Source: an optimization exercise on an open RTL-to-GDS flow (aim: small area and a short achievable clock period). Production flows keep margins and buffers that such runs may drop. Only simulation tests tie the RTL to the original design; equivalence was not proved. No activity file was given, so power comes from the tool's default toggle rates.

gamma:
==> module hiLoUnit, before the edit <==
module hiLoUnit #(
	parameter int dataWidth = 16
) (
	input logic clk,
	input logic rst,
	input logic we,  
	input logic [dataWidth-1:0] a,
	input logic [dataWidth-1:0] b,
	output logic [dataWidth-1:0] hi,
	output logic [dataWidth-1:0] lo
);
	logic [2*dataWidth-1:0] x, y, z;
	logic [2*dataWidth-1:0] hlX, hlY, hlZ;
	logic [2*dataWidth-1:0] fs, fc;  
	logic hlValid;  
	logic [2*dataWidth-1:0] product;
	csMult csMult_i (.a(a), .b(b), .x(x), .y(y), .z(z));
	always_ff @(posedge clk) begin
		if (rst) hlValid <= 1'b0;
		else if (we) hlValid <= 1'b1;
	end
	always_ff @(posedge clk) begin
		if (we) begin
			hlX <= x;
			hlY <= y;
			hlZ <= z;
		end
	end
	assign fs = hlX ^ hlY ^ hlZ;
	assign fc = {(hlX[2*dataWidth-2:0] & hlY[2*dataWidth-2:0])
		| (hlX[2*dataWidth-2:0] & hlZ[2*dataWidth-2:0])
		| (hlY[2*dataWidth-2:0] & hlZ[2*dataWidth-2:0]), 1'b0};
	assign product = hlValid ? (fs + fc) : '0;
	assign hi = product[2*dataWidth-1:dataWidth];
	assign lo = product[dataWidth-1:0];
endmodule
==> module decodeStage, before the edit <==
module decodeStage #(
	parameter int dataWidth = 16
) (
	input logic clk,
	input logic rst,
	input logic instrValid,  
	input cpuPkg::instr_t instr,
	input logic [dataWidth-1:0] exResult,  
	output logic [dataWidth-1:0] exRd1,
	output logic [dataWidth-1:0] exRd2,  
	output cpuPkg::regAddr_t exWriteAddr,
	output logic exWriteEn,
	output logic exMult,  
	output logic [cpuPkg::selCount-1:0] exSel,  
	output logic exSub  
);
	logic [5:0] opcode;
	cpuPkg::regAddr_t a1F, a2F, immF;  
	logic [dataWidth-1:0] rd1, rd2;
	logic [cpuPkg::selCount-1:0] sel;
	logic dstIsA2;
	assign opcode = instr[cpuPkg::opcodeMsb:cpuPkg::opcodeLsb];
	assign a1F = instr[cpuPkg::a1Msb:cpuPkg::a1Lsb];
	assign a2F = instr[cpuPkg::a2Msb:cpuPkg::a2Lsb];
	assign immF = instr[cpuPkg::immMsb:cpuPkg::immLsb];
	registerFile #(.dataWidth(dataWidth)) registerFile_i (
		.clk(clk), .rst(rst),
		.ra1(a1F), .ra2(a2F), .rd1(rd1), .rd2(rd2),
		.we(exWriteEn), .wa(exWriteAddr), .wd(exResult)
	);
	always_comb begin
		sel = '0;
		case (opcode)
			cpuPkg::opAdd: sel[cpuPkg::selAdd] = 1'b1;
			cpuPkg::opSub: sel[cpuPkg::selSub] = 1'b1;
			cpuPkg::opAnd: sel[cpuPkg::selAnd] = 1'b1;
			cpuPkg::opOr: sel[cpuPkg::selOr] = 1'b1;
			cpuPkg::opXor: sel[cpuPkg::selXor] = 1'b1;
			cpuPkg::opSlt: sel[cpuPkg::selSlt] = 1'b1;
			cpuPkg::opAddi: sel[cpuPkg::selAddi] = 1'b1;
			cpuPkg::opMfhi: sel[cpuPkg::selHi] = 1'b1;
			cpuPkg::opMflo: sel[cpuPkg::selLo] = 1'b1;
			default: ;  
		endcase
	end
	assign dstIsA2 = (opcode == cpuPkg::opAddi);  
	always_ff @(posedge clk) begin
		if (rst) begin
			exWriteEn <= 1'b0;
			exMult <= 1'b0;
		end else begin
			exWriteEn <= instrValid & (|sel);  
			exMult <= instrValid & (opcode == cpuPkg::opMult);
		end
	end
	always_ff @(posedge clk) begin
		exRd1 <= (exWriteEn && (exWriteAddr == a1F)) ? exResult : rd1;
		if (sel[cpuPkg::selAddi]) begin
			exRd2 <= {{(dataWidth-cpuPkg::regAddrWidth){1'b0}}, immF};
		end else begin
			exRd2 <= ((exWriteEn && (exWriteAddr == a2F)) ? exResult : rd2)
				^ {dataWidth{sel[cpuPkg::selSub] | sel[cpuPkg::selSlt]}};
		end
		exWriteAddr <= dstIsA2 ? a2F : immF;
		exSel <= sel;
		exSub <= sel[cpuPkg::selSub] | sel[cpuPkg::selSlt];
	end
endmodule
==> module executeStage, before the edit <==
module executeStage #(
	parameter int dataWidth = 16
) (
	input logic clk,
	input logic rst,
	input logic [dataWidth-1:0] exRd1,  
	input logic [dataWidth-1:0] exRd2,
	input cpuPkg::regAddr_t exWriteAddr,
	input logic exWriteEn,
	input logic exMult,
	input logic [cpuPkg::selCount-1:0] exSel,
	input logic exSub,
	output logic wbValid,  
	output cpuPkg::regAddr_t wbAddr,
	output logic [dataWidth-1:0] wbData,
	output logic [dataWidth-1:0] exResult  
);
	logic [dataWidth-1:0] srcA, srcB;
	logic [dataWidth-1:0] aluY;
	logic [dataWidth-1:0] hi, lo;
	logic [dataWidth-1:0] result;
	assign srcA = exRd1;
	assign srcB = exRd2;
	aluUnit #(.dataWidth(dataWidth)) aluUnit_i (
		.a(srcA),
		.b(srcB),
		.sel(exSel),
		.sub(exSub),
		.y(aluY)
	);
	hiLoUnit #(.dataWidth(dataWidth)) hiLoUnit_i (
		.clk(clk),
		.rst(rst),
		.we(exMult),
		.a(srcA),
		.b(srcB),
		.hi(hi),
		.lo(lo)
	);
	assign result = aluY
		| (hi & {dataWidth{exSel[cpuPkg::selHi]}})
		| (lo & {dataWidth{exSel[cpuPkg::selLo]}});
	assign exResult = result;
	always_ff @(posedge clk) begin
		if (rst) begin
			wbValid <= 1'b0;
		end else begin
			wbValid <= exWriteEn;  
		end
	end
	always_ff @(posedge clk) begin
		wbAddr <= exWriteAddr;
		wbData <= result;
	end
endmodule
==> module cpuPipeline, before the edit <==
module cpuPipeline #(
	parameter int dataWidth = 16
) (
	input logic clk,
	input logic rst,
	input logic instrValid,
	input cpuPkg::instr_t instr,
	output logic wbValid,
	output cpuPkg::regAddr_t wbAddr,
	output logic [dataWidth-1:0] wbData
);
	logic [dataWidth-1:0] exRd1, exRd2;
	logic [dataWidth-1:0] exResult;
	cpuPkg::regAddr_t exWriteAddr;
	logic exWriteEn;
	logic exMult;
	logic [cpuPkg::selCount-1:0] exSel;
	logic exSub;
	decodeStage #(.dataWidth(dataWidth)) decodeStage_i (
		.clk(clk), .rst(rst), .instrValid(instrValid), .instr(instr),
		.exRd1(exRd1), .exRd2(exRd2), .exResult(exResult),
		.exWriteAddr(exWriteAddr), .exWriteEn(exWriteEn),
		.exMult(exMult), .exSel(exSel), .exSub(exSub)
	);
	executeStage #(.dataWidth(dataWidth)) executeStage_i (
		.clk(clk), .rst(rst),
		.exRd1(exRd1), .exRd2(exRd2),
		.exWriteAddr(exWriteAddr), .exWriteEn(exWriteEn),
		.exMult(exMult), .exSel(exSel), .exSub(exSub),
		.wbValid(wbValid), .wbAddr(wbAddr), .wbData(wbData),
		.exResult(exResult)
	);
endmodule
export LEC_CHECK = 0
export CAP_MARGIN = 20
export CORE_MARGIN = 2
export CORE_UTILIZATION = 40
export SETUP_SLACK_MARGIN = 3.8
export SLEW_MARGIN = 20
create_clock -name core_clock -period 7.5 [get_ports {clk}]
run.sh (not shown) runs the stock make flow with config.mk's settings and CLKGATE_MAP_FILE= SYNTH_SCRIPT=/design/flow/synth_recipe.tcl, a recipe that flattens the netlist after the stock synthesis.
diff inputs: gamma => epsilon
diff --git a/flow/design.v b/flow/design.v
--- a/flow/design.v
+++ b/flow/design.v
@@ -113,5 +113,6 @@
 	input logic [dataWidth-1:0] b,
 	output logic [dataWidth-1:0] hi,
-	output logic [dataWidth-1:0] lo
+	output logic [dataWidth-1:0] lo,
+	output logic valid  
 );
 	logic [2*dataWidth-1:0] x, y, z;
@@ -136,5 +137,6 @@
 		| (hlX[2*dataWidth-2:0] & hlZ[2*dataWidth-2:0])
 		| (hlY[2*dataWidth-2:0] & hlZ[2*dataWidth-2:0]), 1'b0};
-	assign product = hlValid ? (fs + fc) : '0;
+	assign product = fs + fc;
+	assign valid = hlValid;
 	assign hi = product[2*dataWidth-1:dataWidth];
 	assign lo = product[dataWidth-1:0];
@@ -563,4 +565,7 @@
 	input logic instrValid,  
 	input cpuPkg::instr_t instr,
+	input logic wbValid,  
+	input cpuPkg::regAddr_t wbAddr,
+	input logic [dataWidth-1:0] wbData,
 	input logic [dataWidth-1:0] exResult,  
 	output logic [dataWidth-1:0] exRd1,
@@ -577,4 +582,5 @@
 	logic [cpuPkg::selCount-1:0] sel;
 	logic dstIsA2;
+	logic fwdEx1, fwdEx2, fwdWb1, fwdWb2, fwdRf1, fwdRf2;
 	assign opcode = instr[cpuPkg::opcodeMsb:cpuPkg::opcodeLsb];
 	assign a1F = instr[cpuPkg::a1Msb:cpuPkg::a1Lsb];
@@ -584,5 +590,5 @@
 		.clk(clk), .rst(rst),
 		.ra1(a1F), .ra2(a2F), .rd1(rd1), .rd2(rd2),
-		.we(exWriteEn), .wa(exWriteAddr), .wd(exResult)
+		.we(wbValid), .wa(wbAddr), .wd(wbData)
 	);
 	always_comb begin
@@ -602,4 +608,10 @@
 	end
 	assign dstIsA2 = (opcode == cpuPkg::opAddi);  
+	assign fwdEx1 = exWriteEn && (exWriteAddr == a1F);
+	assign fwdEx2 = exWriteEn && (exWriteAddr == a2F);
+	assign fwdWb1 = !fwdEx1 && wbValid && (wbAddr == a1F);
+	assign fwdWb2 = !fwdEx2 && wbValid && (wbAddr == a2F);
+	assign fwdRf1 = !fwdEx1 && !fwdWb1;
+	assign fwdRf2 = !fwdEx2 && !fwdWb2;
 	always_ff @(posedge clk) begin
 		if (rst) begin
@@ -612,9 +624,13 @@
 	end
 	always_ff @(posedge clk) begin
-		exRd1 <= (exWriteEn && (exWriteAddr == a1F)) ? exResult : rd1;
+		exRd1 <= (exResult & {dataWidth{fwdEx1}})
+			| (wbData & {dataWidth{fwdWb1}})
+			| (rd1 & {dataWidth{fwdRf1}});
 		if (sel[cpuPkg::selAddi]) begin
 			exRd2 <= {{(dataWidth-cpuPkg::regAddrWidth){1'b0}}, immF};
 		end else begin
-			exRd2 <= ((exWriteEn && (exWriteAddr == a2F)) ? exResult : rd2)
+			exRd2 <= ((exResult & {dataWidth{fwdEx2}})
+				| (wbData & {dataWidth{fwdWb2}})
+				| (rd2 & {dataWidth{fwdRf2}}))
 				^ {dataWidth{sel[cpuPkg::selSub] | sel[cpuPkg::selSlt]}};
 		end
@@ -644,4 +660,5 @@
 	logic [dataWidth-1:0] aluY;
 	logic [dataWidth-1:0] hi, lo;
+	logic hiLoValid;  
 	logic [dataWidth-1:0] result;
 	assign srcA = exRd1;
@@ -661,9 +678,10 @@
 		.b(srcB),
 		.hi(hi),
-		.lo(lo)
+		.lo(lo),
+		.valid(hiLoValid)
 	);
 	assign result = aluY
-		| (hi & {dataWidth{exSel[cpuPkg::selHi]}})
-		| (lo & {dataWidth{exSel[cpuPkg::selLo]}});
+		| (hi & {dataWidth{exSel[cpuPkg::selHi] & hiLoValid}})
+		| (lo & {dataWidth{exSel[cpuPkg::selLo] & hiLoValid}});
 	assign exResult = result;
 	always_ff @(posedge clk) begin
@@ -699,4 +717,5 @@
 	decodeStage #(.dataWidth(dataWidth)) decodeStage_i (
 		.clk(clk), .rst(rst), .instrValid(instrValid), .instr(instr),
+		.wbValid(wbValid), .wbAddr(wbAddr), .wbData(wbData),
 		.exRd1(exRd1), .exRd2(exRd2), .exResult(exResult),
 		.exWriteAddr(exWriteAddr), .exWriteEn(exWriteEn),
--- outcome ---
- The final layouts of gamma and epsilon pass the timing, DRC and antenna checks.
- The post-route cell area of epsilon and that of gamma are within noise of each other.
- Layout-stage area growth over the synthesis result in epsilon is 1.7 points below gamma.
- In the metrics for gamma and epsilon, the one carrying the higher part of the power in the clock network is gamma.
- | logic gate share of total power | gamma vs epsilon | ≈ equal |
- Between epsilon and gamma, the area occupied by registers does not differ in any meaningful way.

afterwards: timing with drivers on the ports:
Ports are ideal in the flow. The routed layouts listed here were re-timed in OpenROAD.
Step 1: set_driving_cell puts a clkbuf_16 on clk and a buf_2 on each other input, an assumption about the parent block.
Step 2 times the ports against the registers' clock, not the clock port: input delays grow and output delays shrink by t, the midpoint of the rising clock arrivals with the driver on.
Slacks: ideal / step 1 / step 2; pairs: ideal / step 1.
run	t, ns	setup WS [ns]	worst setup path after step 2
gamma	0.669	3.786 / 3.819 / 3.150	input to register
epsilon	0.665	3.838 / 3.838 / 3.243	input to register
After both steps every run listed still meets setup and hold. The setup slack of gamma, which loses most, moves by +0.033 ns with the drivers and by -0.636 ns with both steps.
